Background: an optimization exercise with open tools, aiming at small area. Do not read the settings as production practice. The RTL was checked by simulation tests, not by an equivalence proof against the original design.

**design/flow/design.v**
```verilog
module bm_noise_out #(
   parameter int DEPTH = 8,
   parameter int AW    = 3
) (
   input  logic          clk,
   input  logic          rst_n,
   input  logic          in_valid,
   output logic          in_ready,
   input  logic [16:0]   f,
   input  logic [15:0]   g0,
   input  logic [15:0]   g1,
   output logic          out_valid,
   input  logic          out_ready,
   output logic [15:0]   out_data,
   output logic          out_idx,
   output logic [AW:0]   fifo_level
);
   logic               init_reg;
   logic               s0_valid_reg;
   logic               s1_valid_reg;
   logic               s2_valid_reg;
   logic [AW-1:0]      wr_ptr_reg;
   logic [AW-1:0]      rd_ptr_reg;
   logic [AW:0]        level_reg;
   logic               half_reg;
   logic [16:0]        mem_f  [0:DEPTH-1];
   logic [15:0]        mem_g0 [0:DEPTH-1];
   logic [15:0]        mem_g1 [0:DEPTH-1];
   logic               accept;
   logic               push;
   logic               pop;
   logic [AW+1:0]      occupancy;
   logic [AW-1:0]      mul_slot;
   logic               mul_hi;
   logic [16:0]        mul_f;
   logic [15:0]        mul_g;
   logic [15:0]        mul_x;
   logic [15:0]        out_reg;
   assign occupancy = (AW+2)'(level_reg) + (AW+2)'(s0_valid_reg)
                    + (AW+2)'(s1_valid_reg) + (AW+2)'(s2_valid_reg);
   assign in_ready   = init_reg && (occupancy <= (AW+2)'(DEPTH - 1));
   assign accept     = in_valid && in_ready;
   assign push       = s2_valid_reg;
   assign out_valid  = (level_reg != '0);
   assign pop        = out_valid && out_ready && half_reg;
   assign out_idx    = half_reg;
   assign fifo_level = level_reg;
   assign mul_slot = rd_ptr_reg + AW'(half_reg);
   assign mul_hi   = out_valid && !half_reg;
   assign mul_f    = mem_f[mul_slot];
   assign mul_g    = mul_hi ? mem_g1[mul_slot] : mem_g0[mul_slot];
   logic p1, p2, p3, p4, p5, p6, p7, p8, p9, p10, p11, p12;
   logic p13, p14, p15, p16, p17, p18, p19, p20, p21, p22, p23, p24;
   logic p25, p26, p27, p28, p29, p30, p31, p32, p33, p34, p35, p36;
   logic p37, p38, p39, p40, p41, p42, p43, p44, p45, p46, p47, p48;
   logic p49, p50, p51, p52, p53, p54, p55, p56, p57, p58, p59, p60;
   logic p61, p62, p63, p64, p65, p66, p67, p68, p69, p70, p71, p72;
   logic p73, p74, p75, p76, p77, p78, p79, p80, p81, p82, p83, p84;
   logic p85, p86, p87, p88, p89, p90, p91, p92, p93, p94, p95, p96;
   logic p97, p98, p99, p100, p101, p102, p103, p104, p105, p106, p107, p108;
   logic p109, p110, p111, p112, p113, p114, p115, p116, p117, p118, p119, p120;
   logic p121, p122, p123, p124, p125, p126, p127, p128, p129, p130, p131, p132;
   logic p133, p134, p135, p136, p137, p138, p139, p140, p141, p142, p143, p144;
   logic p145, p146, p147, p148, p149, p150, p151, p152, p153, p154, p155, p156;
   logic p157, p158, p159, p160, p161, p162, p163, p164, p165, p166, p167, p168;
   logic p169, p170, p171, p172, p173, p174, p175, p176, p177, p178, p179, p180;
   logic p181, p182, p183, p184, p185, p186, p187, p188, p189, p190, p191, p192;
   logic p193, p194, p195, p196, p197, p198, p199, p200, p201, p202, p203, p204;
   logic p205, p206, p207, p208, p209, p210, p211, p212, p213, p214, p215, p216;
   logic p217, p218, p219, p220, p221, p222, p223, p224, p225, p226, p227, p228;
   logic p229, p230, p231, p232, p233, p234, p235, p236, p237, p238, p239, p240;
   logic p241, p242, p243, p244, p245, p246, p247, p248, p249, p250, p251, p252;
   logic p253, p254, p255, p256, p257, p258, p259, p260, p261, p262, p263, p264;
   logic p265, p266, p267, p268, p269, p270, p271, p272, s273, c274, s275, c276;
   logic s277, c278, s279, c280, s281, c282, s283, c284, s285, c286, s287, c288;
   logic s289, c290, s291, c292, s293, c294, s295, c296, s297, c298, s299, c300;
   logic s301, c302, s303, c304, s305, c306, s307, c308, s309, c310, s311, c312;
   logic s313, c314, s315, c316, s317, c318, s319, c320, s321, c322, s323, c324;
   logic s325, c326, s327, c328, s329, c330, s331, c332, s333, c334, s335, c336;
   logic s337, c338, s339, c340, s341, c342, s343, c344, s345, c346, s347, c348;
   logic s349, c350, s351, c352, s353, c354, s355, c356, s357, c358, s359, c360;
   logic s361, c362, s363, c364, s365, c366, s367, c368, s369, c370, s371, c372;
   logic s373, c374, s375, c376, s377, c378, s379, c380, s381, c382, s383, c384;
   logic s385, c386, s387, c388, s389, c390, s391, c392, s393, c394, s395, c396;
   logic s397, c398, s399, c400, s401, c402, s403, c404, s405, c406, s407, c408;
   logic s409, c410, s411, c412, s413, c414, s415, c416, s417, c418, s419, c420;
   logic s421, c422, s423, c424, s425, c426, s427, c428, s429, c430, s431, c432;
   logic s433, c434, s435, c436, s437, c438, s439, c440, s441, c442, s443, c444;
   logic s445, c446, s447, c448, s449, c450, s451, c452, s453, c454, s455, c456;
   logic s457, c458, s459, c460, s461, c462, s463, c464, s465, c466, s467, c468;
   logic s469, c470, s471, c472, s473, c474, s475, c476, s477, c478, s479, c480;
   logic s481, c482, s483, c484, s485, c486, s487, c488, s489, c490, s491, c492;
   logic s493, c494, s495, c496, s497, c498, s499, c500, s501, c502, s503, c504;
   logic s505, c506, s507, c508, s509, c510, s511, c512, s513, c514, s515, c516;
   logic s517, c518, s519, c520, s521, c522, s523, c524, s525, c526, s527, c528;
   logic s529, c530, s531, c532, s533, c534, s535, c536, s537, c538, s539, c540;
   logic s541, c542, s543, c544, s545, c546, s547, c548, s549, c550, s551, c552;
   logic s553, c554, s555, c556, s557, c558, s559, c560, s561, c562, s563, c564;
   logic s565, c566, s567, c568, s569, c570, s571, c572, s573, c574, s575, c576;
   logic s577, c578, s579, c580, s581, c582, s583, c584, s585, c586, s587, c588;
   logic s589, c590, s591, c592, s593, c594, s595, c596, s597, c598, s599, c600;
   logic s601, c602, s603, c604, s605, c606, s607, c608, s609, c610, s611, c612;
   logic s613, c614, s615, c616, s617, c618, s619, c620, s621, c622, s623, c624;
   logic s625, c626, s627, c628, s629, c630, s631, c632, s633, c634, s635, c636;
   logic s637, c638, s639, c640, s641, c642, s643, c644, s645, c646, s647, c648;
   logic s649, c650, s651, c652, s653, c654, s655, c656, s657, c658, s659, c660;
   logic s661, c662, s663, c664, s665, c666, s667, c668, s669, c670, s671, c672;
   logic s673, c674, s675, c676, s677, c678, s679, c680, s681, c682, s683, c684;
   logic s685, c686, s687, c688, s689, c690, s691, c692, s693, c694, s695, c696;
   logic s697, c698, s699, c700, s701, c702, s703, c704, s705, c706, s707, c708;
   logic s709, c710, s711, c712, s713, c714, s715, c716, s717, c718, s719, c720;
   logic s721, c722;
   assign p1 = ~(mul_f[0] & mul_g[0]);
   assign p2 = ~(mul_f[0] & mul_g[1]);
   assign p3 = ~(mul_f[0] & mul_g[2]);
   assign p4 = ~(mul_f[0] & mul_g[3]);
   assign p5 = ~(mul_f[0] & mul_g[4]);
   assign p6 = ~(mul_f[0] & mul_g[5]);
   assign p7 = ~(mul_f[0] & mul_g[6]);
   assign p8 = ~(mul_f[0] & mul_g[7]);
   assign p9 = ~(mul_f[0] & mul_g[8]);
   assign p10 = ~(mul_f[0] & mul_g[9]);
   assign p11 = ~(mul_f[0] & mul_g[10]);
   assign p12 = ~(mul_f[0] & mul_g[11]);
   assign p13 = ~(mul_f[0] & mul_g[12]);
   assign p14 = ~(mul_f[0] & mul_g[13]);
   assign p15 = ~(mul_f[0] & mul_g[14]);
   assign p16 = mul_f[0] & mul_g[15];
   assign p17 = ~(mul_f[1] & mul_g[0]);
   assign p18 = ~(mul_f[1] & mul_g[1]);
   assign p19 = ~(mul_f[1] & mul_g[2]);
   assign p20 = ~(mul_f[1] & mul_g[3]);
   assign p21 = ~(mul_f[1] & mul_g[4]);
   assign p22 = ~(mul_f[1] & mul_g[5]);
   assign p23 = ~(mul_f[1] & mul_g[6]);
   assign p24 = ~(mul_f[1] & mul_g[7]);
   assign p25 = ~(mul_f[1] & mul_g[8]);
   assign p26 = ~(mul_f[1] & mul_g[9]);
   assign p27 = ~(mul_f[1] & mul_g[10]);
   assign p28 = ~(mul_f[1] & mul_g[11]);
   assign p29 = ~(mul_f[1] & mul_g[12]);
   assign p30 = ~(mul_f[1] & mul_g[13]);
   assign p31 = ~(mul_f[1] & mul_g[14]);
   assign p32 = mul_f[1] & mul_g[15];
   assign p33 = ~(mul_f[2] & mul_g[0]);
   assign p34 = ~(mul_f[2] & mul_g[1]);
   assign p35 = ~(mul_f[2] & mul_g[2]);
   assign p36 = ~(mul_f[2] & mul_g[3]);
   assign p37 = ~(mul_f[2] & mul_g[4]);
   assign p38 = ~(mul_f[2] & mul_g[5]);
   assign p39 = ~(mul_f[2] & mul_g[6]);
   assign p40 = ~(mul_f[2] & mul_g[7]);
   assign p41 = ~(mul_f[2] & mul_g[8]);
   assign p42 = ~(mul_f[2] & mul_g[9]);
   assign p43 = ~(mul_f[2] & mul_g[10]);
   assign p44 = ~(mul_f[2] & mul_g[11]);
   assign p45 = ~(mul_f[2] & mul_g[12]);
   assign p46 = ~(mul_f[2] & mul_g[13]);
   assign p47 = ~(mul_f[2] & mul_g[14]);
   assign p48 = mul_f[2] & mul_g[15];
   assign p49 = ~(mul_f[3] & mul_g[0]);
   assign p50 = ~(mul_f[3] & mul_g[1]);
   assign p51 = ~(mul_f[3] & mul_g[2]);
   assign p52 = ~(mul_f[3] & mul_g[3]);
   assign p53 = ~(mul_f[3] & mul_g[4]);
   assign p54 = ~(mul_f[3] & mul_g[5]);
   assign p55 = ~(mul_f[3] & mul_g[6]);
   assign p56 = ~(mul_f[3] & mul_g[7]);
   assign p57 = ~(mul_f[3] & mul_g[8]);
   assign p58 = ~(mul_f[3] & mul_g[9]);
   assign p59 = ~(mul_f[3] & mul_g[10]);
   assign p60 = ~(mul_f[3] & mul_g[11]);
   assign p61 = ~(mul_f[3] & mul_g[12]);
   assign p62 = ~(mul_f[3] & mul_g[13]);
   assign p63 = ~(mul_f[3] & mul_g[14]);
   assign p64 = mul_f[3] & mul_g[15];
   assign p65 = ~(mul_f[4] & mul_g[0]);
   assign p66 = ~(mul_f[4] & mul_g[1]);
   assign p67 = ~(mul_f[4] & mul_g[2]);
   assign p68 = ~(mul_f[4] & mul_g[3]);
   assign p69 = ~(mul_f[4] & mul_g[4]);
   assign p70 = ~(mul_f[4] & mul_g[5]);
   assign p71 = ~(mul_f[4] & mul_g[6]);
   assign p72 = ~(mul_f[4] & mul_g[7]);
   assign p73 = ~(mul_f[4] & mul_g[8]);
   assign p74 = ~(mul_f[4] & mul_g[9]);
   assign p75 = ~(mul_f[4] & mul_g[10]);
   assign p76 = ~(mul_f[4] & mul_g[11]);
   assign p77 = ~(mul_f[4] & mul_g[12]);
   assign p78 = ~(mul_f[4] & mul_g[13]);
   assign p79 = ~(mul_f[4] & mul_g[14]);
   assign p80 = mul_f[4] & mul_g[15];
   assign p81 = ~(mul_f[5] & mul_g[0]);
   assign p82 = ~(mul_f[5] & mul_g[1]);
   assign p83 = ~(mul_f[5] & mul_g[2]);
   assign p84 = ~(mul_f[5] & mul_g[3]);
   assign p85 = ~(mul_f[5] & mul_g[4]);
   assign p86 = ~(mul_f[5] & mul_g[5]);
   assign p87 = ~(mul_f[5] & mul_g[6]);
   assign p88 = ~(mul_f[5] & mul_g[7]);
   assign p89 = ~(mul_f[5] & mul_g[8]);
   assign p90 = ~(mul_f[5] & mul_g[9]);
   assign p91 = ~(mul_f[5] & mul_g[10]);
   assign p92 = ~(mul_f[5] & mul_g[11]);
   assign p93 = ~(mul_f[5] & mul_g[12]);
   assign p94 = ~(mul_f[5] & mul_g[13]);
   assign p95 = ~(mul_f[5] & mul_g[14]);
   assign p96 = mul_f[5] & mul_g[15];
   assign p97 = ~(mul_f[6] & mul_g[0]);
   assign p98 = ~(mul_f[6] & mul_g[1]);
   assign p99 = ~(mul_f[6] & mul_g[2]);
   assign p100 = ~(mul_f[6] & mul_g[3]);
   assign p101 = ~(mul_f[6] & mul_g[4]);
   assign p102 = ~(mul_f[6] & mul_g[5]);
   assign p103 = ~(mul_f[6] & mul_g[6]);
   assign p104 = ~(mul_f[6] & mul_g[7]);
   assign p105 = ~(mul_f[6] & mul_g[8]);
   assign p106 = ~(mul_f[6] & mul_g[9]);
   assign p107 = ~(mul_f[6] & mul_g[10]);
   assign p108 = ~(mul_f[6] & mul_g[11]);
   assign p109 = ~(mul_f[6] & mul_g[12]);
   assign p110 = ~(mul_f[6] & mul_g[13]);
   assign p111 = ~(mul_f[6] & mul_g[14]);
   assign p112 = mul_f[6] & mul_g[15];
   assign p113 = ~(mul_f[7] & mul_g[0]);
   assign p114 = ~(mul_f[7] & mul_g[1]);
   assign p115 = ~(mul_f[7] & mul_g[2]);
   assign p116 = ~(mul_f[7] & mul_g[3]);
   assign p117 = ~(mul_f[7] & mul_g[4]);
   assign p118 = ~(mul_f[7] & mul_g[5]);
   assign p119 = ~(mul_f[7] & mul_g[6]);
   assign p120 = ~(mul_f[7] & mul_g[7]);
   assign p121 = ~(mul_f[7] & mul_g[8]);
   assign p122 = ~(mul_f[7] & mul_g[9]);
   assign p123 = ~(mul_f[7] & mul_g[10]);
   assign p124 = ~(mul_f[7] & mul_g[11]);
   assign p125 = ~(mul_f[7] & mul_g[12]);
   assign p126 = ~(mul_f[7] & mul_g[13]);
   assign p127 = ~(mul_f[7] & mul_g[14]);
   assign p128 = mul_f[7] & mul_g[15];
   assign p129 = ~(mul_f[8] & mul_g[0]);
   assign p130 = ~(mul_f[8] & mul_g[1]);
   assign p131 = ~(mul_f[8] & mul_g[2]);
   assign p132 = ~(mul_f[8] & mul_g[3]);
   assign p133 = ~(mul_f[8] & mul_g[4]);
   assign p134 = ~(mul_f[8] & mul_g[5]);
   assign p135 = ~(mul_f[8] & mul_g[6]);
   assign p136 = ~(mul_f[8] & mul_g[7]);
   assign p137 = ~(mul_f[8] & mul_g[8]);
   assign p138 = ~(mul_f[8] & mul_g[9]);
   assign p139 = ~(mul_f[8] & mul_g[10]);
   assign p140 = ~(mul_f[8] & mul_g[11]);
   assign p141 = ~(mul_f[8] & mul_g[12]);
   assign p142 = ~(mul_f[8] & mul_g[13]);
   assign p143 = ~(mul_f[8] & mul_g[14]);
   assign p144 = mul_f[8] & mul_g[15];
   assign p145 = ~(mul_f[9] & mul_g[0]);
   assign p146 = ~(mul_f[9] & mul_g[1]);
   assign p147 = ~(mul_f[9] & mul_g[2]);
   assign p148 = ~(mul_f[9] & mul_g[3]);
   assign p149 = ~(mul_f[9] & mul_g[4]);
   assign p150 = ~(mul_f[9] & mul_g[5]);
   assign p151 = ~(mul_f[9] & mul_g[6]);
   assign p152 = ~(mul_f[9] & mul_g[7]);
   assign p153 = ~(mul_f[9] & mul_g[8]);
   assign p154 = ~(mul_f[9] & mul_g[9]);
   assign p155 = ~(mul_f[9] & mul_g[10]);
   assign p156 = ~(mul_f[9] & mul_g[11]);
   assign p157 = ~(mul_f[9] & mul_g[12]);
   assign p158 = ~(mul_f[9] & mul_g[13]);
   assign p159 = ~(mul_f[9] & mul_g[14]);
   assign p160 = mul_f[9] & mul_g[15];
   assign p161 = ~(mul_f[10] & mul_g[0]);
   assign p162 = ~(mul_f[10] & mul_g[1]);
   assign p163 = ~(mul_f[10] & mul_g[2]);
   assign p164 = ~(mul_f[10] & mul_g[3]);
   assign p165 = ~(mul_f[10] & mul_g[4]);
   assign p166 = ~(mul_f[10] & mul_g[5]);
   assign p167 = ~(mul_f[10] & mul_g[6]);
   assign p168 = ~(mul_f[10] & mul_g[7]);
   assign p169 = ~(mul_f[10] & mul_g[8]);
   assign p170 = ~(mul_f[10] & mul_g[9]);
   assign p171 = ~(mul_f[10] & mul_g[10]);
   assign p172 = ~(mul_f[10] & mul_g[11]);
   assign p173 = ~(mul_f[10] & mul_g[12]);
   assign p174 = ~(mul_f[10] & mul_g[13]);
   assign p175 = ~(mul_f[10] & mul_g[14]);
   assign p176 = mul_f[10] & mul_g[15];
   assign p177 = ~(mul_f[11] & mul_g[0]);
   assign p178 = ~(mul_f[11] & mul_g[1]);
   assign p179 = ~(mul_f[11] & mul_g[2]);
   assign p180 = ~(mul_f[11] & mul_g[3]);
   assign p181 = ~(mul_f[11] & mul_g[4]);
   assign p182 = ~(mul_f[11] & mul_g[5]);
   assign p183 = ~(mul_f[11] & mul_g[6]);
   assign p184 = ~(mul_f[11] & mul_g[7]);
   assign p185 = ~(mul_f[11] & mul_g[8]);
   assign p186 = ~(mul_f[11] & mul_g[9]);
   assign p187 = ~(mul_f[11] & mul_g[10]);
   assign p188 = ~(mul_f[11] & mul_g[11]);
   assign p189 = ~(mul_f[11] & mul_g[12]);
   assign p190 = ~(mul_f[11] & mul_g[13]);
   assign p191 = ~(mul_f[11] & mul_g[14]);
   assign p192 = mul_f[11] & mul_g[15];
   assign p193 = ~(mul_f[12] & mul_g[0]);
   assign p194 = ~(mul_f[12] & mul_g[1]);
   assign p195 = ~(mul_f[12] & mul_g[2]);
   assign p196 = ~(mul_f[12] & mul_g[3]);
   assign p197 = ~(mul_f[12] & mul_g[4]);
   assign p198 = ~(mul_f[12] & mul_g[5]);
   assign p199 = ~(mul_f[12] & mul_g[6]);
   assign p200 = ~(mul_f[12] & mul_g[7]);
   assign p201 = ~(mul_f[12] & mul_g[8]);
   assign p202 = ~(mul_f[12] & mul_g[9]);
   assign p203 = ~(mul_f[12] & mul_g[10]);
   assign p204 = ~(mul_f[12] & mul_g[11]);
   assign p205 = ~(mul_f[12] & mul_g[12]);
   assign p206 = ~(mul_f[12] & mul_g[13]);
   assign p207 = ~(mul_f[12] & mul_g[14]);
   assign p208 = mul_f[12] & mul_g[15];
   assign p209 = ~(mul_f[13] & mul_g[0]);
   assign p210 = ~(mul_f[13] & mul_g[1]);
   assign p211 = ~(mul_f[13] & mul_g[2]);
   assign p212 = ~(mul_f[13] & mul_g[3]);
   assign p213 = ~(mul_f[13] & mul_g[4]);
   assign p214 = ~(mul_f[13] & mul_g[5]);
   assign p215 = ~(mul_f[13] & mul_g[6]);
   assign p216 = ~(mul_f[13] & mul_g[7]);
   assign p217 = ~(mul_f[13] & mul_g[8]);
   assign p218 = ~(mul_f[13] & mul_g[9]);
   assign p219 = ~(mul_f[13] & mul_g[10]);
   assign p220 = ~(mul_f[13] & mul_g[11]);
   assign p221 = ~(mul_f[13] & mul_g[12]);
   assign p222 = ~(mul_f[13] & mul_g[13]);
   assign p223 = ~(mul_f[13] & mul_g[14]);
   assign p224 = mul_f[13] & mul_g[15];
   assign p225 = ~(mul_f[14] & mul_g[0]);
   assign p226 = ~(mul_f[14] & mul_g[1]);
   assign p227 = ~(mul_f[14] & mul_g[2]);
   assign p228 = ~(mul_f[14] & mul_g[3]);
   assign p229 = ~(mul_f[14] & mul_g[4]);
   assign p230 = ~(mul_f[14] & mul_g[5]);
   assign p231 = ~(mul_f[14] & mul_g[6]);
   assign p232 = ~(mul_f[14] & mul_g[7]);
   assign p233 = ~(mul_f[14] & mul_g[8]);
   assign p234 = ~(mul_f[14] & mul_g[9]);
   assign p235 = ~(mul_f[14] & mul_g[10]);
   assign p236 = ~(mul_f[14] & mul_g[11]);
   assign p237 = ~(mul_f[14] & mul_g[12]);
   assign p238 = ~(mul_f[14] & mul_g[13]);
   assign p239 = ~(mul_f[14] & mul_g[14]);
   assign p240 = mul_f[14] & mul_g[15];
   assign p241 = ~(mul_f[15] & mul_g[0]);
   assign p242 = ~(mul_f[15] & mul_g[1]);
   assign p243 = ~(mul_f[15] & mul_g[2]);
   assign p244 = ~(mul_f[15] & mul_g[3]);
   assign p245 = ~(mul_f[15] & mul_g[4]);
   assign p246 = ~(mul_f[15] & mul_g[5]);
   assign p247 = ~(mul_f[15] & mul_g[6]);
   assign p248 = ~(mul_f[15] & mul_g[7]);
   assign p249 = ~(mul_f[15] & mul_g[8]);
   assign p250 = ~(mul_f[15] & mul_g[9]);
   assign p251 = ~(mul_f[15] & mul_g[10]);
   assign p252 = ~(mul_f[15] & mul_g[11]);
   assign p253 = ~(mul_f[15] & mul_g[12]);
   assign p254 = ~(mul_f[15] & mul_g[13]);
   assign p255 = ~(mul_f[15] & mul_g[14]);
   assign p256 = mul_f[15] & mul_g[15];
   assign p257 = ~(mul_f[16] & mul_g[0]);
   assign p258 = ~(mul_f[16] & mul_g[1]);
   assign p259 = ~(mul_f[16] & mul_g[2]);
   assign p260 = ~(mul_f[16] & mul_g[3]);
   assign p261 = ~(mul_f[16] & mul_g[4]);
   assign p262 = ~(mul_f[16] & mul_g[5]);
   assign p263 = ~(mul_f[16] & mul_g[6]);
   assign p264 = ~(mul_f[16] & mul_g[7]);
   assign p265 = ~(mul_f[16] & mul_g[8]);
   assign p266 = ~(mul_f[16] & mul_g[9]);
   assign p267 = ~(mul_f[16] & mul_g[10]);
   assign p268 = ~(mul_f[16] & mul_g[11]);
   assign p269 = ~(mul_f[16] & mul_g[12]);
   assign p270 = ~(mul_f[16] & mul_g[13]);
   assign p271 = ~(mul_f[16] & mul_g[14]);
   assign p272 = mul_f[16] & mul_g[15];
   assign s273 = ~(p14 ^ p29);
   assign c274 = p14 | p29;
   bm_fa u_s275 (.x(p15), .y(p30), .z(p45), .s(s275), .c(c276));
   assign s277 = ~(p60 ^ p75);
   assign c278 = p60 | p75;
   assign s279 = p16 ^ p31;
   assign c280 = p16 & p31;
   bm_fa u_s281 (.x(p46), .y(p61), .z(p76), .s(s281), .c(c282));
   bm_fa u_s283 (.x(p91), .y(p106), .z(p121), .s(s283), .c(c284));
   assign s285 = p32 ^ p47;
   assign c286 = p32 & p47;
   bm_fa u_s287 (.x(p62), .y(p77), .z(p92), .s(s287), .c(c288));
   bm_fa u_s289 (.x(p107), .y(p122), .z(p137), .s(s289), .c(c290));
   assign s291 = ~(p152 ^ p167);
   assign c292 = p152 | p167;
   bm_fa u_s293 (.x(p48), .y(p63), .z(p78), .s(s293), .c(c294));
   bm_fa u_s295 (.x(p93), .y(p108), .z(p123), .s(s295), .c(c296));
   bm_fa u_s297 (.x(p138), .y(p153), .z(p168), .s(s297), .c(c298));
   bm_fa u_s299 (.x(p64), .y(p79), .z(p94), .s(s299), .c(c300));
   bm_fa u_s301 (.x(p109), .y(p124), .z(p139), .s(s301), .c(c302));
   bm_fa u_s303 (.x(p80), .y(p95), .z(p110), .s(s303), .c(c304));
   assign s305 = ~(p10 ^ p25);
   assign c306 = p10 | p25;
   bm_fa u_s307 (.x(p11), .y(p26), .z(p41), .s(s307), .c(c308));
   assign s309 = ~(p56 ^ p71);
   assign c310 = p56 | p71;
   bm_fa u_s311 (.x(p12), .y(p27), .z(p42), .s(s311), .c(c312));
   bm_fa u_s313 (.x(p57), .y(p72), .z(p87), .s(s313), .c(c314));
   assign s315 = ~(p102 ^ p117);
   assign c316 = p102 | p117;
   bm_fa u_s317 (.x(p13), .y(p28), .z(p43), .s(s317), .c(c318));
   bm_fa u_s319 (.x(p58), .y(p73), .z(p88), .s(s319), .c(c320));
   bm_fa u_s321 (.x(p103), .y(p118), .z(p133), .s(s321), .c(c322));
   assign s323 = ~(p148 ^ p163);
   assign c324 = p148 | p163;
   bm_fa u_s325 (.x(p44), .y(p59), .z(p74), .s(s325), .c(c326));
   bm_fa u_s327 (.x(p89), .y(p104), .z(p119), .s(s327), .c(c328));
   bm_fa u_s329 (.x(p134), .y(p149), .z(p164), .s(s329), .c(c330));
   bm_fa u_s331 (.x(p179), .y(p194), .z(p209), .s(s331), .c(c332));
   bm_fa u_s333 (.x(p90), .y(p105), .z(p120), .s(s333), .c(c334));
   bm_fa u_s335 (.x(p135), .y(p150), .z(p165), .s(s335), .c(c336));
   bm_fa u_s337 (.x(p180), .y(p195), .z(p210), .s(s337), .c(c338));
   bm_fa u_s339 (.x(p225), .y(c274), .z(s275), .s(s339), .c(c340));
   bm_fa u_s341 (.x(p136), .y(p151), .z(p166), .s(s341), .c(c342));
   bm_fa u_s343 (.x(p181), .y(p196), .z(p211), .s(s343), .c(c344));
   bm_fa u_s345 (.x(p226), .y(p241), .z(c276), .s(s345), .c(c346));
   bm_fa u_s347 (.x(c278), .y(s279), .z(s281), .s(s347), .c(c348));
   bm_fa u_s349 (.x(p182), .y(p197), .z(p212), .s(s349), .c(c350));
   bm_fa u_s351 (.x(p227), .y(p242), .z(p257), .s(s351), .c(c352));
   bm_fa u_s353 (.x(c280), .y(c282), .z(c284), .s(s353), .c(c354));
   bm_fa u_s355 (.x(s285), .y(s287), .z(s289), .s(s355), .c(c356));
   bm_fa u_s357 (.x(p183), .y(p198), .z(p213), .s(s357), .c(c358));
   bm_fa u_s359 (.x(p228), .y(p243), .z(p258), .s(s359), .c(c360));
   bm_fa u_s361 (.x(c286), .y(c288), .z(c290), .s(s361), .c(c362));
   bm_fa u_s363 (.x(c292), .y(s293), .z(s295), .s(s363), .c(c364));
   bm_fa u_s365 (.x(p154), .y(p169), .z(p184), .s(s365), .c(c366));
   bm_fa u_s367 (.x(p199), .y(p214), .z(p229), .s(s367), .c(c368));
   bm_fa u_s369 (.x(p244), .y(p259), .z(c294), .s(s369), .c(c370));
   bm_fa u_s371 (.x(c296), .y(c298), .z(s299), .s(s371), .c(c372));
   bm_fa u_s373 (.x(p125), .y(p140), .z(p155), .s(s373), .c(c374));
   bm_fa u_s375 (.x(p170), .y(p185), .z(p200), .s(s375), .c(c376));
   bm_fa u_s377 (.x(p215), .y(p230), .z(p245), .s(s377), .c(c378));
   bm_fa u_s379 (.x(p260), .y(c300), .z(c302), .s(s379), .c(c380));
   bm_fa u_s381 (.x(p96), .y(p111), .z(p126), .s(s381), .c(c382));
   bm_fa u_s383 (.x(p141), .y(p156), .z(p171), .s(s383), .c(c384));
   bm_fa u_s385 (.x(p186), .y(p201), .z(p216), .s(s385), .c(c386));
   bm_fa u_s387 (.x(p231), .y(p246), .z(p261), .s(s387), .c(c388));
   bm_fa u_s389 (.x(p112), .y(p127), .z(p142), .s(s389), .c(c390));
   bm_fa u_s391 (.x(p157), .y(p172), .z(p187), .s(s391), .c(c392));
   bm_fa u_s393 (.x(p202), .y(p217), .z(p232), .s(s393), .c(c394));
   bm_fa u_s395 (.x(p128), .y(p143), .z(p158), .s(s395), .c(c396));
   bm_fa u_s397 (.x(p173), .y(p188), .z(p203), .s(s397), .c(c398));
   bm_fa u_s399 (.x(p144), .y(p159), .z(p174), .s(s399), .c(c400));
   assign s401 = ~(p7 ^ p22);
   assign c402 = p7 | p22;
   bm_fa u_s403 (.x(p8), .y(p23), .z(p38), .s(s403), .c(c404));
   assign s405 = ~(p53 ^ p68);
   assign c406 = p53 | p68;
   bm_fa u_s407 (.x(p9), .y(p24), .z(p39), .s(s407), .c(c408));
   bm_fa u_s409 (.x(p54), .y(p69), .z(p84), .s(s409), .c(c410));
   assign s411 = ~(p99 ^ p114);
   assign c412 = p99 | p114;
   bm_fa u_s413 (.x(p40), .y(p55), .z(p70), .s(s413), .c(c414));
   bm_fa u_s415 (.x(p85), .y(p100), .z(p115), .s(s415), .c(c416));
   bm_fa u_s417 (.x(p130), .y(p145), .z(s305), .s(s417), .c(c418));
   bm_fa u_s419 (.x(p86), .y(p101), .z(p116), .s(s419), .c(c420));
   bm_fa u_s421 (.x(p131), .y(p146), .z(p161), .s(s421), .c(c422));
   bm_fa u_s423 (.x(c306), .y(s307), .z(s309), .s(s423), .c(c424));
   bm_fa u_s425 (.x(p132), .y(p147), .z(p162), .s(s425), .c(c426));
   bm_fa u_s427 (.x(p177), .y(c308), .z(c310), .s(s427), .c(c428));
   bm_fa u_s429 (.x(s311), .y(s313), .z(s315), .s(s429), .c(c430));
   bm_fa u_s431 (.x(p178), .y(p193), .z(c312), .s(s431), .c(c432));
   bm_fa u_s433 (.x(c314), .y(c316), .z(s317), .s(s433), .c(c434));
   bm_fa u_s435 (.x(s319), .y(s321), .z(s323), .s(s435), .c(c436));
   bm_fa u_s437 (.x(c318), .y(c320), .z(c322), .s(s437), .c(c438));
   bm_fa u_s439 (.x(c324), .y(s325), .z(s327), .s(s439), .c(c440));
   bm_fa u_s441 (.x(s329), .y(s331), .z(s273), .s(s441), .c(c442));
   bm_fa u_s443 (.x(c326), .y(c328), .z(c330), .s(s443), .c(c444));
   bm_fa u_s445 (.x(c332), .y(s333), .z(s335), .s(s445), .c(c446));
   bm_fa u_s447 (.x(s337), .y(s277), .z(s339), .s(s447), .c(c448));
   bm_fa u_s449 (.x(c334), .y(c336), .z(c338), .s(s449), .c(c450));
   bm_fa u_s451 (.x(s341), .y(s343), .z(s283), .s(s451), .c(c452));
   bm_fa u_s453 (.x(c340), .y(s345), .z(s347), .s(s453), .c(c454));
   bm_fa u_s455 (.x(c342), .y(c344), .z(s349), .s(s455), .c(c456));
   bm_fa u_s457 (.x(s351), .y(s291), .z(c346), .s(s457), .c(c458));
   bm_fa u_s459 (.x(c348), .y(s353), .z(s355), .s(s459), .c(c460));
   bm_fa u_s461 (.x(c350), .y(c352), .z(s357), .s(s461), .c(c462));
   bm_fa u_s463 (.x(s359), .y(s297), .z(c354), .s(s463), .c(c464));
   bm_fa u_s465 (.x(c356), .y(s361), .z(s363), .s(s465), .c(c466));
   bm_fa u_s467 (.x(c358), .y(c360), .z(s365), .s(s467), .c(c468));
   bm_fa u_s469 (.x(s367), .y(s301), .z(c362), .s(s469), .c(c470));
   bm_fa u_s471 (.x(c364), .y(s369), .z(s371), .s(s471), .c(c472));
   bm_fa u_s473 (.x(c366), .y(c368), .z(s373), .s(s473), .c(c474));
   bm_fa u_s475 (.x(s375), .y(s377), .z(s303), .s(s475), .c(c476));
   bm_fa u_s477 (.x(c370), .y(c372), .z(s379), .s(s477), .c(c478));
   bm_fa u_s479 (.x(c374), .y(c376), .z(c378), .s(s479), .c(c480));
   bm_fa u_s481 (.x(c304), .y(s381), .z(s383), .s(s481), .c(c482));
   bm_fa u_s483 (.x(s385), .y(s387), .z(c380), .s(s483), .c(c484));
   bm_fa u_s485 (.x(p247), .y(p262), .z(c382), .s(s485), .c(c486));
   bm_fa u_s487 (.x(c384), .y(c386), .z(c388), .s(s487), .c(c488));
   bm_fa u_s489 (.x(s389), .y(s391), .z(s393), .s(s489), .c(c490));
   bm_fa u_s491 (.x(p218), .y(p233), .z(p248), .s(s491), .c(c492));
   bm_fa u_s493 (.x(p263), .y(c390), .z(c392), .s(s493), .c(c494));
   bm_fa u_s495 (.x(c394), .y(s395), .z(s397), .s(s495), .c(c496));
   bm_fa u_s497 (.x(p189), .y(p204), .z(p219), .s(s497), .c(c498));
   bm_fa u_s499 (.x(p234), .y(p249), .z(p264), .s(s499), .c(c500));
   bm_fa u_s501 (.x(c396), .y(c398), .z(s399), .s(s501), .c(c502));
   bm_fa u_s503 (.x(p160), .y(p175), .z(p190), .s(s503), .c(c504));
   bm_fa u_s505 (.x(p205), .y(p220), .z(p235), .s(s505), .c(c506));
   bm_fa u_s507 (.x(p250), .y(p265), .z(c400), .s(s507), .c(c508));
   bm_fa u_s509 (.x(p176), .y(p191), .z(p206), .s(s509), .c(c510));
   bm_fa u_s511 (.x(p221), .y(p236), .z(p251), .s(s511), .c(c512));
   bm_fa u_s513 (.x(p192), .y(p207), .z(p222), .s(s513), .c(c514));
   assign s515 = ~(p5 ^ p20);
   assign c516 = p5 | p20;
   bm_fa u_s517 (.x(p6), .y(p21), .z(p36), .s(s517), .c(c518));
   assign s519 = ~(p51 ^ p66);
   assign c520 = p51 | p66;
   bm_fa u_s521 (.x(p37), .y(p52), .z(p67), .s(s521), .c(c522));
   bm_fa u_s523 (.x(p82), .y(p97), .z(s401), .s(s523), .c(c524));
   bm_fa u_s525 (.x(p83), .y(p98), .z(p113), .s(s525), .c(c526));
   bm_fa u_s527 (.x(c402), .y(s403), .z(s405), .s(s527), .c(c528));
   bm_fa u_s529 (.x(p129), .y(c404), .z(c406), .s(s529), .c(c530));
   bm_fa u_s531 (.x(s407), .y(s409), .z(s411), .s(s531), .c(c532));
   bm_fa u_s533 (.x(c408), .y(c410), .z(c412), .s(s533), .c(c534));
   bm_fa u_s535 (.x(s413), .y(s415), .z(s417), .s(s535), .c(c536));
   bm_fa u_s537 (.x(c414), .y(c416), .z(s419), .s(s537), .c(c538));
   bm_fa u_s539 (.x(s421), .y(c418), .z(s423), .s(s539), .c(c540));
   bm_fa u_s541 (.x(c420), .y(c422), .z(s425), .s(s541), .c(c542));
   bm_fa u_s543 (.x(c424), .y(s427), .z(s429), .s(s543), .c(c544));
   bm_fa u_s545 (.x(c426), .y(c428), .z(c430), .s(s545), .c(c546));
   bm_fa u_s547 (.x(s431), .y(s433), .z(s435), .s(s547), .c(c548));
   bm_fa u_s549 (.x(c432), .y(c434), .z(c436), .s(s549), .c(c550));
   bm_fa u_s551 (.x(s437), .y(s439), .z(s441), .s(s551), .c(c552));
   bm_fa u_s553 (.x(c438), .y(c440), .z(c442), .s(s553), .c(c554));
   bm_fa u_s555 (.x(s443), .y(s445), .z(s447), .s(s555), .c(c556));
   bm_fa u_s557 (.x(c444), .y(c446), .z(s449), .s(s557), .c(c558));
   bm_fa u_s559 (.x(s451), .y(c448), .z(s453), .s(s559), .c(c560));
   bm_fa u_s561 (.x(c450), .y(c452), .z(s455), .s(s561), .c(c562));
   bm_fa u_s563 (.x(s457), .y(c454), .z(s459), .s(s563), .c(c564));
   bm_fa u_s565 (.x(c456), .y(s461), .z(c458), .s(s565), .c(c566));
   bm_fa u_s567 (.x(s463), .y(c460), .z(s465), .s(s567), .c(c568));
   bm_fa u_s569 (.x(c462), .y(s467), .z(c464), .s(s569), .c(c570));
   bm_fa u_s571 (.x(s469), .y(c466), .z(s471), .s(s571), .c(c572));
   bm_fa u_s573 (.x(c468), .y(s473), .z(s475), .s(s573), .c(c574));
   bm_fa u_s575 (.x(c470), .y(c472), .z(s477), .s(s575), .c(c576));
   bm_fa u_s577 (.x(c474), .y(c476), .z(s479), .s(s577), .c(c578));
   bm_fa u_s579 (.x(s481), .y(c478), .z(s483), .s(s579), .c(c580));
   bm_fa u_s581 (.x(c480), .y(c482), .z(s485), .s(s581), .c(c582));
   bm_fa u_s583 (.x(s487), .y(s489), .z(c484), .s(s583), .c(c584));
   bm_fa u_s585 (.x(s491), .y(c486), .z(c488), .s(s585), .c(c586));
   bm_fa u_s587 (.x(c490), .y(s493), .z(s495), .s(s587), .c(c588));
   bm_fa u_s589 (.x(c492), .y(s497), .z(s499), .s(s589), .c(c590));
   bm_fa u_s591 (.x(c494), .y(c496), .z(s501), .s(s591), .c(c592));
   bm_fa u_s593 (.x(c498), .y(c500), .z(s503), .s(s593), .c(c594));
   bm_fa u_s595 (.x(s505), .y(c502), .z(s507), .s(s595), .c(c596));
   bm_fa u_s597 (.x(p266), .y(c504), .z(c506), .s(s597), .c(c598));
   bm_fa u_s599 (.x(s509), .y(s511), .z(c508), .s(s599), .c(c600));
   bm_fa u_s601 (.x(p237), .y(p252), .z(p267), .s(s601), .c(c602));
   bm_fa u_s603 (.x(c510), .y(c512), .z(s513), .s(s603), .c(c604));
   bm_fa u_s605 (.x(p208), .y(p223), .z(p238), .s(s605), .c(c606));
   bm_fa u_s607 (.x(p253), .y(p268), .z(c514), .s(s607), .c(c608));
   bm_fa u_s609 (.x(p224), .y(p239), .z(p254), .s(s609), .c(c610));
   assign s611 = ~(p4 ^ p19);
   assign c612 = p4 | p19;
   bm_fa u_s613 (.x(p35), .y(p50), .z(p65), .s(s613), .c(c614));
   bm_fa u_s615 (.x(p81), .y(c516), .z(s517), .s(s615), .c(c616));
   bm_fa u_s617 (.x(c518), .y(c520), .z(s521), .s(s617), .c(c618));
   bm_fa u_s619 (.x(c522), .y(s525), .z(c524), .s(s619), .c(c620));
   bm_fa u_s621 (.x(c526), .y(c528), .z(s529), .s(s621), .c(c622));
   bm_fa u_s623 (.x(c530), .y(c532), .z(s533), .s(s623), .c(c624));
   bm_fa u_s625 (.x(c534), .y(s537), .z(c536), .s(s625), .c(c626));
   bm_fa u_s627 (.x(c538), .y(s541), .z(c540), .s(s627), .c(c628));
   bm_fa u_s629 (.x(c542), .y(c544), .z(s545), .s(s629), .c(c630));
   bm_fa u_s631 (.x(c546), .y(c548), .z(s549), .s(s631), .c(c632));
   bm_fa u_s633 (.x(c550), .y(c552), .z(s553), .s(s633), .c(c634));
   bm_fa u_s635 (.x(c554), .y(s557), .z(c556), .s(s635), .c(c636));
   bm_fa u_s637 (.x(c558), .y(s561), .z(c560), .s(s637), .c(c638));
   bm_fa u_s639 (.x(c562), .y(s565), .z(c564), .s(s639), .c(c640));
   bm_fa u_s641 (.x(c566), .y(s569), .z(c568), .s(s641), .c(c642));
   bm_fa u_s643 (.x(s573), .y(c570), .z(c572), .s(s643), .c(c644));
   bm_fa u_s645 (.x(c574), .y(s577), .z(c576), .s(s645), .c(c646));
   bm_fa u_s647 (.x(c578), .y(s581), .z(s583), .s(s647), .c(c648));
   bm_fa u_s649 (.x(c582), .y(s585), .z(s587), .s(s649), .c(c650));
   bm_fa u_s651 (.x(s589), .y(c586), .z(c588), .s(s651), .c(c652));
   bm_fa u_s653 (.x(c590), .y(s593), .z(c592), .s(s653), .c(c654));
   bm_fa u_s655 (.x(c594), .y(s597), .z(c596), .s(s655), .c(c656));
   bm_fa u_s657 (.x(s601), .y(c598), .z(s603), .s(s657), .c(c658));
   bm_fa u_s659 (.x(c602), .y(s605), .z(c604), .s(s659), .c(c660));
   bm_fa u_s661 (.x(p269), .y(c606), .z(s609), .s(s661), .c(c662));
   bm_fa u_s663 (.x(p240), .y(p255), .z(p270), .s(s663), .c(c664));
   assign s665 = ~(p3 ^ p18);
   assign c666 = p3 | p18;
   bm_fa u_s667 (.x(p34), .y(p49), .z(s611), .s(s667), .c(c668));
   bm_fa u_s669 (.x(c612), .y(s613), .z(s515), .s(s669), .c(c670));
   bm_fa u_s671 (.x(c614), .y(s519), .z(s615), .s(s671), .c(c672));
   bm_fa u_s673 (.x(c616), .y(s617), .z(s523), .s(s673), .c(c674));
   bm_fa u_s675 (.x(c618), .y(s527), .z(s619), .s(s675), .c(c676));
   bm_fa u_s677 (.x(s531), .y(c620), .z(s621), .s(s677), .c(c678));
   bm_fa u_s679 (.x(c622), .y(s623), .z(s535), .s(s679), .c(c680));
   bm_fa u_s681 (.x(c624), .y(s539), .z(s625), .s(s681), .c(c682));
   bm_fa u_s683 (.x(s543), .y(c626), .z(s627), .s(s683), .c(c684));
   bm_fa u_s685 (.x(s547), .y(c628), .z(s629), .s(s685), .c(c686));
   bm_fa u_s687 (.x(s551), .y(c630), .z(s631), .s(s687), .c(c688));
   bm_fa u_s689 (.x(c632), .y(s633), .z(s555), .s(s689), .c(c690));
   bm_fa u_s691 (.x(c634), .y(s559), .z(s635), .s(s691), .c(c692));
   bm_fa u_s693 (.x(s563), .y(c636), .z(s637), .s(s693), .c(c694));
   bm_fa u_s695 (.x(s567), .y(c638), .z(s639), .s(s695), .c(c696));
   bm_fa u_s697 (.x(s571), .y(c640), .z(s641), .s(s697), .c(c698));
   bm_fa u_s699 (.x(s575), .y(c642), .z(s643), .s(s699), .c(c700));
   bm_fa u_s701 (.x(s579), .y(c644), .z(s645), .s(s701), .c(c702));
   bm_fa u_s703 (.x(c580), .y(c646), .z(s647), .s(s703), .c(c704));
   bm_fa u_s705 (.x(c584), .y(s649), .z(c648), .s(s705), .c(c706));
   bm_fa u_s707 (.x(s591), .y(c650), .z(s651), .s(s707), .c(c708));
   bm_fa u_s709 (.x(s595), .y(c652), .z(s653), .s(s709), .c(c710));
   bm_fa u_s711 (.x(s599), .y(c654), .z(s655), .s(s711), .c(c712));
   bm_fa u_s713 (.x(c600), .y(s657), .z(c656), .s(s713), .c(c714));
   bm_fa u_s715 (.x(s607), .y(c658), .z(s659), .s(s715), .c(c716));
   bm_fa u_s717 (.x(c608), .y(s661), .z(c660), .s(s717), .c(c718));
   bm_fa u_s719 (.x(c610), .y(s663), .z(c662), .s(s719), .c(c720));
   bm_fa u_s721 (.x(p256), .y(p271), .z(c664), .s(s721), .c(c722));
   logic [32:0] ra, rb, sum;
   assign ra = {1'b0, c722, c720, c718, c716, c714, c712, c710, c708, c706, c704, c702, c700, c698, c696, c694, c692, c690, c688, c686, c684, c682, c680, c678, c676, c674, c672, c670, c668, c666, s665, p2, p1};
   assign rb = {1'b1, p272, s721, s719, s717, s715, s713, s711, s709, s707, s705, s703, s701, s699, s697, s695, s693, s691, s689, s687, s685, s683, s681, s679, s677, s675, s673, s671, s669, s667, p33, p17, 1'b1};
   assign sum = ra + rb + 33'd1;
   assign mul_x = ~sum[32:17];
   assign out_data = out_valid ? out_reg : 16'h0000;
   always_ff @(posedge clk or negedge rst_n) begin
      if (!rst_n) begin
         init_reg     <= 1'b0;
         s0_valid_reg <= 1'b0;
         s1_valid_reg <= 1'b0;
         s2_valid_reg <= 1'b0;
         wr_ptr_reg   <= '0;
         rd_ptr_reg   <= '0;
         level_reg    <= '0;
         half_reg     <= 1'b0;
      end else begin
         init_reg     <= 1'b1;
         s0_valid_reg <= accept;
         s1_valid_reg <= s0_valid_reg;
         s2_valid_reg <= s1_valid_reg;
         if (accept) wr_ptr_reg <= wr_ptr_reg + AW'(1);
         if (pop)    rd_ptr_reg <= rd_ptr_reg + AW'(1);
         level_reg <= level_reg + (AW+1)'(push) - (AW+1)'(pop);
         if (out_valid && out_ready) half_reg <= ~half_reg;
      end
   end
   always_ff @(posedge clk) begin
      if (!out_valid || out_ready) out_reg <= mul_x;
   end
   always_ff @(posedge clk) begin
      if (accept) begin
         mem_f[wr_ptr_reg]  <= f;
         mem_g0[wr_ptr_reg] <= g0;
         mem_g1[wr_ptr_reg] <= g1;
      end
   end
endmodule
module bm_fa (
   input  logic x, y, z,
   output logic s, c
);
   assign s = x ^ y ^ z;
   assign c = (x & y) | (x & z) | (y & z);
endmodule
```
**design/flow/constraint.sdc**
```tcl
create_clock -name core_clock -period 8.0 [get_ports {clk}]
set_input_delay 1.6000 -clock core_clock [delete_from_list [all_inputs] [get_ports {clk}]]
set_output_delay 1.6000 -clock core_clock [all_outputs]
set_load 0.01 [all_outputs]
```
**design/flow/run.sh**
```bash
#!/bin/bash
# synth_recipe.tcl (not shown) runs the flow's synth.tcl, then flattens the netlist and writes it again
# the make line also repeats each setting of config.mk as NAME=value (left out here)
make -C /OpenROAD-flow-scripts/flow DESIGN_CONFIG=/design/flow/config.mk WORK_HOME=/design/flow/orfs CLKGATE_MAP_FILE= SYNTH_SCRIPT=/design/flow/synth_recipe.tcl finish
```
**design/flow/config.mk**
```make
export PLATFORM = sky130hd
export DESIGN_NAME = bm_noise_out
export DESIGN_NICKNAME = bm_noise_out
export VERILOG_FILES = /design/flow/design.v
export SDC_FILE = /design/flow/constraint.sdc
export NUM_CORES = 4
export LEC_CHECK = 0
export CAP_MARGIN = 20
export CORE_MARGIN = 2
export CORE_UTILIZATION = 40
export CTS_BUF_LIST = sky130_fd_sc_hd__clkbuf_8
export CTS_CLUSTER_DIAMETER = 60
export CTS_CLUSTER_SIZE = 18
export SLEW_MARGIN = 20
export SYNTH_HIERARCHICAL = 1
export SYNTH_MINIMUM_KEEP_SIZE = 0
```
==> results of run 1 <==
cells in the mapped netlist (5+ instances only):
| master | instances |
|---|---|
| and2_1 | 29 |
| o21a_1 | 7 |
| ha_1 | 58 |
| a21o_1 | 21 |
| nor3_1 | 5 |
| xor2_1 | 8 |
| inv_1 | 43 |
| nand2_1 | 295 |
| a21oi_1 | 35 |
| mux4_2 | 111 |
| and3_1 | 6 |
| edfxtp_1 | 408 |
| o21ai_0 | 5 |
| nand3_1 | 10 |
| nor2_1 | 14 |
| xnor2_1 | 12 |
| nor2b_1 | 18 |
| fa_1 | 212 |
| dfrtp_1 | 15 |
| nand4_1 | 5 |
| clkbuf_1 | 24 |
| buf_2 | 32 |
how the worst min path moves through the flow:
stage,from,to,cells past startpoint
3_5_place_dp,s1_valid_reg$_DFF_PN0_,s2_valid_reg$_DFF_PN0_,0
2_1_floorplan,s1_valid_reg$_DFF_PN0_,s2_valid_reg$_DFF_PN0_,0
3_3_place_gp,s1_valid_reg$_DFF_PN0_,s2_valid_reg$_DFF_PN0_,0
5_1_grt,s1_valid_reg$_DFF_PN0_,s2_valid_reg$_DFF_PN0_,0
4_1_cts,s1_valid_reg$_DFF_PN0_,s2_valid_reg$_DFF_PN0_,0
6_report,s1_valid_reg$_DFF_PN0_,s2_valid_reg$_DFF_PN0_,0
Yosys stat by module, one instance, submodules excluded:
module	area, um^2	flops+latches	cells
bm_noise_out	19000	423	1221
bm_fa	20.0	0	1
cell families (layout without fill, tap and decap cells):
group / after synthesis / count (layout) / synth area share, %
AO/OA/AOI/OAI: 92 / 92 / 2.87
AND/OR/NAND/NOR: 401 / 401 / 7.55
XOR/XNOR: 20 / 20 / 0.754
buffers and inverters: 110 / 230 / 2.15
other: 1 / 2 / 0.0162
flip-flops: 423 / 423 / 54.4
adder cells (fa/ha/maj): 270 / 270 / 21.4
multiplexers: 113 / 113 / 10.9
cells in the final DEF, fill, tap and decap left out, types with 3 or more instances in the layout:
cell / Yosys / layout
a211o_1: 4 / 4
a21o_1: 21 / 21
a21oi_1: 35 / 35
and2_1: 29 / 29
and3_1: 6 / 6
buf_12: 1 / 5
buf_4: 4 / 53
clkbuf_8: 0 / 32
clkdlybuf4s50_1: 0 / 75
dfrtp_1: 15 / 15
edfxtp_1: 408 / 408
fa_1: 212 / 212
ha_1: 58 / 56
inv_1: 43 / 51
mux4_2: 111 / 111
nand2_1: 295 / 295
nand2b_1: 4 / 4
nand3_1: 10 / 10
nand4_1: 5 / 5
nor2_1: 14 / 8
nor2_4: 0 / 6
nor2b_1: 18 / 18
nor3_1: 5 / 3
o21a_1: 7 / 7
o21ai_0: 5 / 5
o21ai_1: 3 / 3
xnor2_1: 12 / 11
xor2_1: 8 / 7
cell type report:
class	count	area (um^2)
antenna	1	2.50
sequential	423	12600
fill	5016	31800
multi-input combinational	897	10200
clock buffer	32	440
timing repair buffer	133	1250
clock inverter	22	189
inverter	43	161
tap	765	957
per-stage QoR:
stage / cells
floorplan: 1430
global placement: 2259
detailed placement: 2259
CTS: 2313
global route: 2316
finish: 2316
layer usage:
layer	vias up	wire length [um]	part of all wire (%)	track usage [%]
met3	95	2500	4.6	2.15
met1	6634	22000	41	24.2
met2	354	27600	51	32.0
met4	2	1840	3.4	6.37
met5	-	13	0.024	0
li1	5371	-	-	-
worst max-delay path, cell delays in order, from the launching register on:
cell	delay (ps)
dfrtp_1	440
ha_4	470
buf_4	210
mux4_2	500
mux4_2	730
nand2_1	190
fa_1	450
fa_1	570
fa_1	440
fa_1	430
fa_1	550
fa_1	420
ha_1	360
a21o_1	180
a21o_1	160
a21oi_1	260
nand3_1	140
a311o_4	440
a31oi_4	160
nand2b_2	90
a21o_1	170
what timing repair did:
| item | in CTS | in global routing |
|---|---|---|
| resized for setup | 0 | 0 |
| endpoints found under the setup margin | 0 | 1 |
| buffers inserted | 0 | 2 |
==> impl_results.md, run 1 <==
- Syn_nets: 1,753
- Biggest register: mem_f
- Crit path launch: rd_ptr_reg[0]$_DFFE_PN0P_
- Hold/Removal Path Class: reg2reg
- Antenna Violating Nets Remaining: 0
- Worst-Skew Late Latency: 650 ps
- Reg2reg end: out_reg[15]$_DFFE_PP_
- Hold Slack: 409 ps
- Max FFs per register: 136
- Crit start category: register
- DRC Markers: 0
- DP HPWL: 36,800 um
- DRT iter0 DRCs: 877
- YS warnings: 7
- Area after DPL: 0.0252 mm^2
- Least-Margin Pin Slew: 954 ps
- TNS Setup: 0 ps
- Final Max Slew Viols: 0
- Reg2Reg Setup Slack: 340 ps
- Initial antenna violation count: 2
- Top Ports: 76
- Via count: 12,456
- Clk pin slew, worst setup/hold paths: 100 ps
- Final WS setup: 339 ps
- Critical Path RT: 8400 ps
- CTS tree: done
- Place WS: 304 ps
- IO buf count: 75
- Netlist cell types: 58
- Die width: 245 um
- Final critical-path required period: 7660 ps
- Reg-to-Reg Start: rd_ptr_reg[0]$_DFFE_PN0P_
- Fin nets: 1,852
- Outcome: no timing/DRC/antenna violations
- First-pass iteration count of the detailed router: 5
- Syn avg cell area: 16.2 um^2
- Max_slew headroom: 36.4%
- Reg2Reg Depth: 20
- RSZ-0062 raised after global routing: false
- Post-synth top area share: 52.8%
- Chip height: 245 um
- Worst Path Arrival: 8060 ps
- Initial Util: 40.3%
- Yosys reg bits: 423
- Number of buffers created by CTS: 31
- Post-synth ARST share: 3.55%
- Final Wtd Congestion: 0.847
- Clock sinks: 423
- Yosys top cell by area: edfxtp_1
- Period Utilization, post-route: 95.8%
- Layout cell share with drive strength beyond 1: 15.9%
- Rows: 88
- Routed WL: 53,900 um
- H-tree depth: 1
- Cts hold-fix bufs: 0
- Clock skew: 39.6 ps
- Root Buffer: clkbuf_8
- Final core occ: 44.8%
- Largest registers: mem_f (136), mem_g0 (128), mem_g1 (128)
- Finished Cell Area: 0.0258 mm^2
- Core Area: 0.0576 mm^2
- Area Growth Syn to Fin: 11.2%
- Sequential fraction of the synthesis area: 54.4%
- CP endpoint: out_reg[15]$_DFFE_PP_
- Routed length per instance: 23.3 um
- Max Clk Rate: 131 MHz
- First-pass GRT wire length: 83,000 um
- Die area: 0.0600 mm^2
- Overflow after GRT: 0
- Syn Inst Count: 1,430
- Final Hold Vio Count: 0
- Largest cells by area after synthesis: edfxtp_1 53%, fa_1 18%, mux4_2 11%
- Max-Cap Viols: 0
- Largest net degree at the start of global routing: 50
- Post-synth top flop: edfxtp_1
- Final setup violation count: 0
- Maximum root-to-sink buffer count: 3
- Cell Area, Synth: 0.0232 mm^2
- Critical Setup Path Class: reg2reg
- EDFF count, synth: 408
- Worst Setup End Kind: register
- Worst Path Max Fanout: 17
- Vias in the first global route: 13,672
- Tot GR Track Use: 18.5%
- Vias per inst: 5.38
==> inputs of run 2 (changes only) <==
--- a/design/flow/design.v
+++ b/design/flow/design.v
@@ -20,7 +20,7 @@
    logic               s1_valid_reg;
    logic               s2_valid_reg;
    logic [AW-1:0]      wr_ptr_reg;
-   logic [AW-1:0]      rd_ptr_reg;
+   logic [AW-1:0]      slot_reg;
    logic [AW:0]        level_reg;
    logic               half_reg;
    logic [16:0]        mem_f  [0:DEPTH-1];
@@ -30,7 +30,6 @@
    logic               push;
    logic               pop;
    logic [AW+1:0]      occupancy;
-   logic [AW-1:0]      mul_slot;
    logic               mul_hi;
    logic [16:0]        mul_f;
    logic [15:0]        mul_g;
@@ -45,10 +44,9 @@
    assign pop        = out_valid && out_ready && half_reg;
    assign out_idx    = half_reg;
    assign fifo_level = level_reg;
-   assign mul_slot = rd_ptr_reg + AW'(half_reg);
    assign mul_hi   = out_valid && !half_reg;
-   assign mul_f    = mem_f[mul_slot];
-   assign mul_g    = mul_hi ? mem_g1[mul_slot] : mem_g0[mul_slot];
+   assign mul_f    = mem_f[slot_reg];
+   assign mul_g    = mul_hi ? mem_g1[slot_reg] : mem_g0[slot_reg];
    logic p1, p2, p3, p4, p5, p6, p7, p8, p9, p10, p11, p12;
    logic p13, p14, p15, p16, p17, p18, p19, p20, p21, p22, p23, p24;
    logic p25, p26, p27, p28, p29, p30, p31, p32, p33, p34, p35, p36;
@@ -636,7 +634,7 @@
          s1_valid_reg <= 1'b0;
          s2_valid_reg <= 1'b0;
          wr_ptr_reg   <= '0;
-         rd_ptr_reg   <= '0;
+         slot_reg     <= '0;
          level_reg    <= '0;
          half_reg     <= 1'b0;
       end else begin
@@ -645,7 +643,7 @@
          s1_valid_reg <= s0_valid_reg;
          s2_valid_reg <= s1_valid_reg;
          if (accept) wr_ptr_reg <= wr_ptr_reg + AW'(1);
-         if (pop)    rd_ptr_reg <= rd_ptr_reg + AW'(1);
+         if (out_valid && out_ready && !half_reg) slot_reg <= slot_reg + AW'(1);
          level_reg <= level_reg + (AW+1)'(push) - (AW+1)'(pop);
          if (out_valid && out_ready) half_reg <= ~half_reg;
       end
==> design/flow/flow/run.sh (new file) <==
#!/bin/bash
# The standard layout (the standard.sh: standard synthesis, then ORFS
# floorplan to finish) with two placement/CTS choices changed:
#  - port buffers use the smallest buffer cell (every port still gets one);
#  - clock tree synthesis adds no dummy loads (same buffers and clustering
#    as config.mk asks for);
#  - after global routing, gates off the critical paths are downsized
#    (ORFS power recovery, RECOVER_POWER=100).
set -euo pipefail
export BUFFER_PORTS_ARGS="-buffer_cell sky130_fd_sc_hd__buf_1"
export CTS_ARGS="-sink_clustering_enable -repair_clock_nets -dont_use_dummy_load -buf_list sky130_fd_sc_hd__clkbuf_8 -sink_clustering_size 18 -sink_clustering_max_diameter 60"
bash standard.sh RECOVER_POWER=100 finish > standard.log 2>&1
==> design/flow/standard.sh (new file) <==
#!/bin/bash
# synth_recipe.tcl (not shown) runs the flow's synth.tcl, then flattens the netlist and writes it again
# the make line also repeats each setting of config.mk as NAME=value (left out here)
make -C /OpenROAD-flow-scripts/flow DESIGN_CONFIG=/design/flow/config.mk WORK_HOME=/design/flow/orfs CLKGATE_MAP_FILE= SYNTH_SCRIPT=/design/flow/synth_recipe.tcl "${@:-finish}"
removed: design/flow/run.sh
==> run 2 against run 1 <==
Compared with the run above: the layout now fails its checks (max-capacitance violations, max-slew violations); global-route usage fell by 0.38 points; first-iteration DRC count rose by 5.5%; register-to-register slack improved by 220 ps; core utilization fell by 1.4 points; clock-buffer cell count rose by 2; worst setup slack improved by 220 ps; critical endpoint is now out_reg[14]$_DFFE_PP_; largest cell class unchanged; highest routed layer unchanged.
==> impl_results.md, run 2 <==
- Outcome: failed layout checks
- SO Faults: max-capacitance violations, max-slew violations
- Final Hold Vio Count: 0
- Yosys reg bits: 423
- Routed WL: 52,600 um
- Top-count cell post-synth: edfxtp_1
- H-tree depth: 2
- Via count: 12,481
- Reg2reg end: out_reg[14]$_DFFE_PP_
- Yosys top cell by area: edfxtp_1
- Maximum root-to-sink buffer count: 3
- Largest cells by area after synthesis: edfxtp_1 53%, fa_1 18%, mux4_2 11%
- # Post-CTS Setup Buffers: 0
- Filler instances: 5,064
- First-pass iteration count of the detailed router: 5
- Register area: 0.0126 mm^2
- Final Max Slew Viols: 397
- Biggest register: mem_f
- Reg2Reg Setup Slack: 560 ps
- Core Area: 0.0576 mm^2
- Sequential fraction of the synthesis area: 54.4%
- Post-synth top area share: 52.8%
- Initial Util: 40.3%
- Hold endpoint: s2_valid_reg$_DFF_PN0_
- Cell Area, Synth: 0.0232 mm^2
- Vias in the first global route: 13,858
- Worst Path Arrival: 7830 ps
- Hold Slack: 408 ps
- Max FFs per register: 136
- EDFF count, synth: 408
- Area Growth Syn to Fin: 7.75%
- Number of buffers created by CTS: 34
- IO buf count: 75
- CTS tree: done
- Clk pin slew, worst setup/hold paths: 90 ps
- Top cells by count, synth: 408 x edfxtp_1, 296 x nand2_1, 212 x fa_1
- Final WS setup: 560 ps
- YS warnings: 7
- Die area: 0.0600 mm^2
- Critical Path RT: 8390 ps
- Hold Path Depth: 0
- Worst Path Max Fanout: 25
- Period Utilization, post-route: 93.0%
- DP HPWL: 34,400 um
- Syn Inst Count: 1,450
- Vias per inst: 5.43
- Crit start category: register
- Hold Startpoint: s1_valid_reg$_DFF_PN0_
- Critical Setup Path Class: reg2reg
- Chip height: 245 um
- First-pass GRT wire length: 82,100 um
- Worst-Skew Late Latency: 630 ps
- Cts hold-fix bufs: 0
- Clock sinks: 423
- Top Ports: 76
- Syn avg cell area: 16.0 um^2
- Least-Margin Pin Slew: 3770 ps
- Antenna Violating Nets Remaining: 0
- Initial antenna violation count: 6
- Hold/Removal Path Class: reg2reg
- Commonest non-fill, non-tap cells in the layout: 408 x edfxtp_1, 296 x nand2_1, 212 x fa_1, 112 x mux4_2, 60 x clkbuf_1
- Reg-to-Reg Start: slot_reg[0]$_DFFE_PN0P_
- Reg2Reg Depth: 18
- DRC Markers: 0
- Commonest non-fill, non-tap cell in the layout: edfxtp_1
- Final Wtd Congestion: 0.825
- Die width: 245 um
- Netlist cell types: 54
- Clock skew: 126 ps
- Final critical-path required period: 7440 ps
- Routed length per instance: 22.9 um
- Worst Setup End Kind: register
- TNS Setup: 0 ps
- Area taken by multi-input logic gates: 0.0102 mm^2
- Post-synth ARST share: 3.55%
- Root Buffer: clkbuf_8
- Tot GR Track Use: 18.1%
- Syn_nets: 1,771
- Max Clk Rate: 134 MHz
- Max-Cap Viols: 8
- Layout cell share with drive strength beyond 1: 12.9%
- Place WS: 528 ps
- Post-synth top flop: edfxtp_1
- RSZ-0062 raised after global routing: false
- Rows: 88
- Overflow after GRT: 0
- Largest registers: mem_f (136), mem_g0 (128), mem_g1 (128)
- Post-CTS resize count: 0
- DRT iter0 DRCs: 925
- Largest net degree at the start of global routing: 50
- Fin nets: 1,855
- Max_slew headroom: -151%
- Final setup violation count: 0
-- run 2: routing by layer --
| metal | GRT usage, % | part of all wire [%] | up-vias |
|---|---|---|---|
| li1 | - | - | 5405 |
| met1 | 24.2 | 43 | 6654 |
| met2 | 29.5 | 48 | 342 |
| met3 | 4.72 | 7.2 | 70 |
| met4 | 4.52 | 1.7 | 10 |
| met5 | 0 | 0.13 | - |
-- run 2: cell type report --
type	count	share of cell area, %
sequential	423	50.5
multi-input combinational	912	40.6
timing repair buffer	118	2.53
tap	765	3.83
inverter	45	0.675
antenna	1	0.0100
clock buffer	34	1.87
-- run 2: worst max-delay path by stage --
stage | start | end | slack [ps] | cells past startpoint
floorplan | slot_reg[0]$_DFFE_PN0P_ | out_reg[14]$_DFFE_PP_ | 870 | 22
global route | slot_reg[0]$_DFFE_PN0P_ | out_reg[13]$_DFFE_PP_ | 50 | 21
finish | slot_reg[0]$_DFFE_PN0P_ | out_reg[14]$_DFFE_PP_ | 560 | 18
CTS | slot_reg[0]$_DFFE_PN0P_ | out_reg[10]$_DFFE_PP_ | 500 | 19
detailed placement | slot_reg[0]$_DFFE_PN0P_ | out_reg[10]$_DFFE_PP_ | 530 | 19
global placement | slot_reg[0]$_DFFE_PN0P_ | out_reg[10]$_DFFE_PP_ | 590 | 19
-- run 2: per-module statistics from Yosys (local to each module, per instance) --
module / copies in the design / cells inside / area, um^2 / flip-flops and latches
bm_fa: 209 / 1 / 20.0 / 0
bm_noise_out: 1 / 1241 / 19000 / 423
-- run 2: kinds of logic (layout without fill, tap and decap cells) --
family	after synthesis	in the layout	share of synthesized area [%]
other	1	2	0.0161
buffers and inverters	115	197	2.01
XOR/XNOR	16	16	0.603
flip-flops	423	423	54.4
AND/OR/NAND/NOR	426	426	8.08
multiplexers	116	116	11.1
adder cells (fa/ha/maj)	268	268	21.3
AO/OA/AOI/OAI	85	85	2.57
-- run 2: worst max-delay path, stage by stage, from the launching register on --
cell and delay (ps):
dfrtp_4 820, mux4_2 580, mux4_2 730, nand2_1 180, fa_1 450, fa_1 570, fa_1 460, fa_1 430
fa_1 540, fa_1 420, ha_1 350, nand2_1 80, nor2_1 50, a211oi_1 260, nand2_1 100, a211o_1 260
a221oi_2 390, or4b_1 470, o211ai_1 110
-- run 2: through the flow --
stage	std cells	instance area (um^2)	utilization, %
2_1_floorplan	1450	23200	-
5_1_grt	2298	25000	43.5
3_3_place_gp	2263	24600	42.7
6_report	2298	25000	43.5
4_1_cts	2297	25100	43.6
3_5_place_dp	2263	24600	42.7

static timing again, ports no longer ideal:
Ports are ideal in the flow. The routed layouts listed here were re-timed in OpenROAD. Step 1, drivers: a clkbuf_16 drives clk and a buf_2 each remaining input, both assumed. Step 2 moves the port delays by t, midway between the first and last clock arrival at a register: inputs arrive t later, outputs are due t later. That takes back most of the time a late clock gives input paths. a / b / c = ideal / step 1 / step 2; a / b = the first two.
run | t, ns | setup WS [ns] | hold WS [ns] | pins driven straight from the clock port
run 1 | 0.685 | 0.339 / 0.339 / 0.339 | 0.409 / 0.409 / 0.409 | 1
run 2 | 0.624 | 0.560 / 0.560 / 0.560 | 0.408 / 0.408 / 0.408 | 1
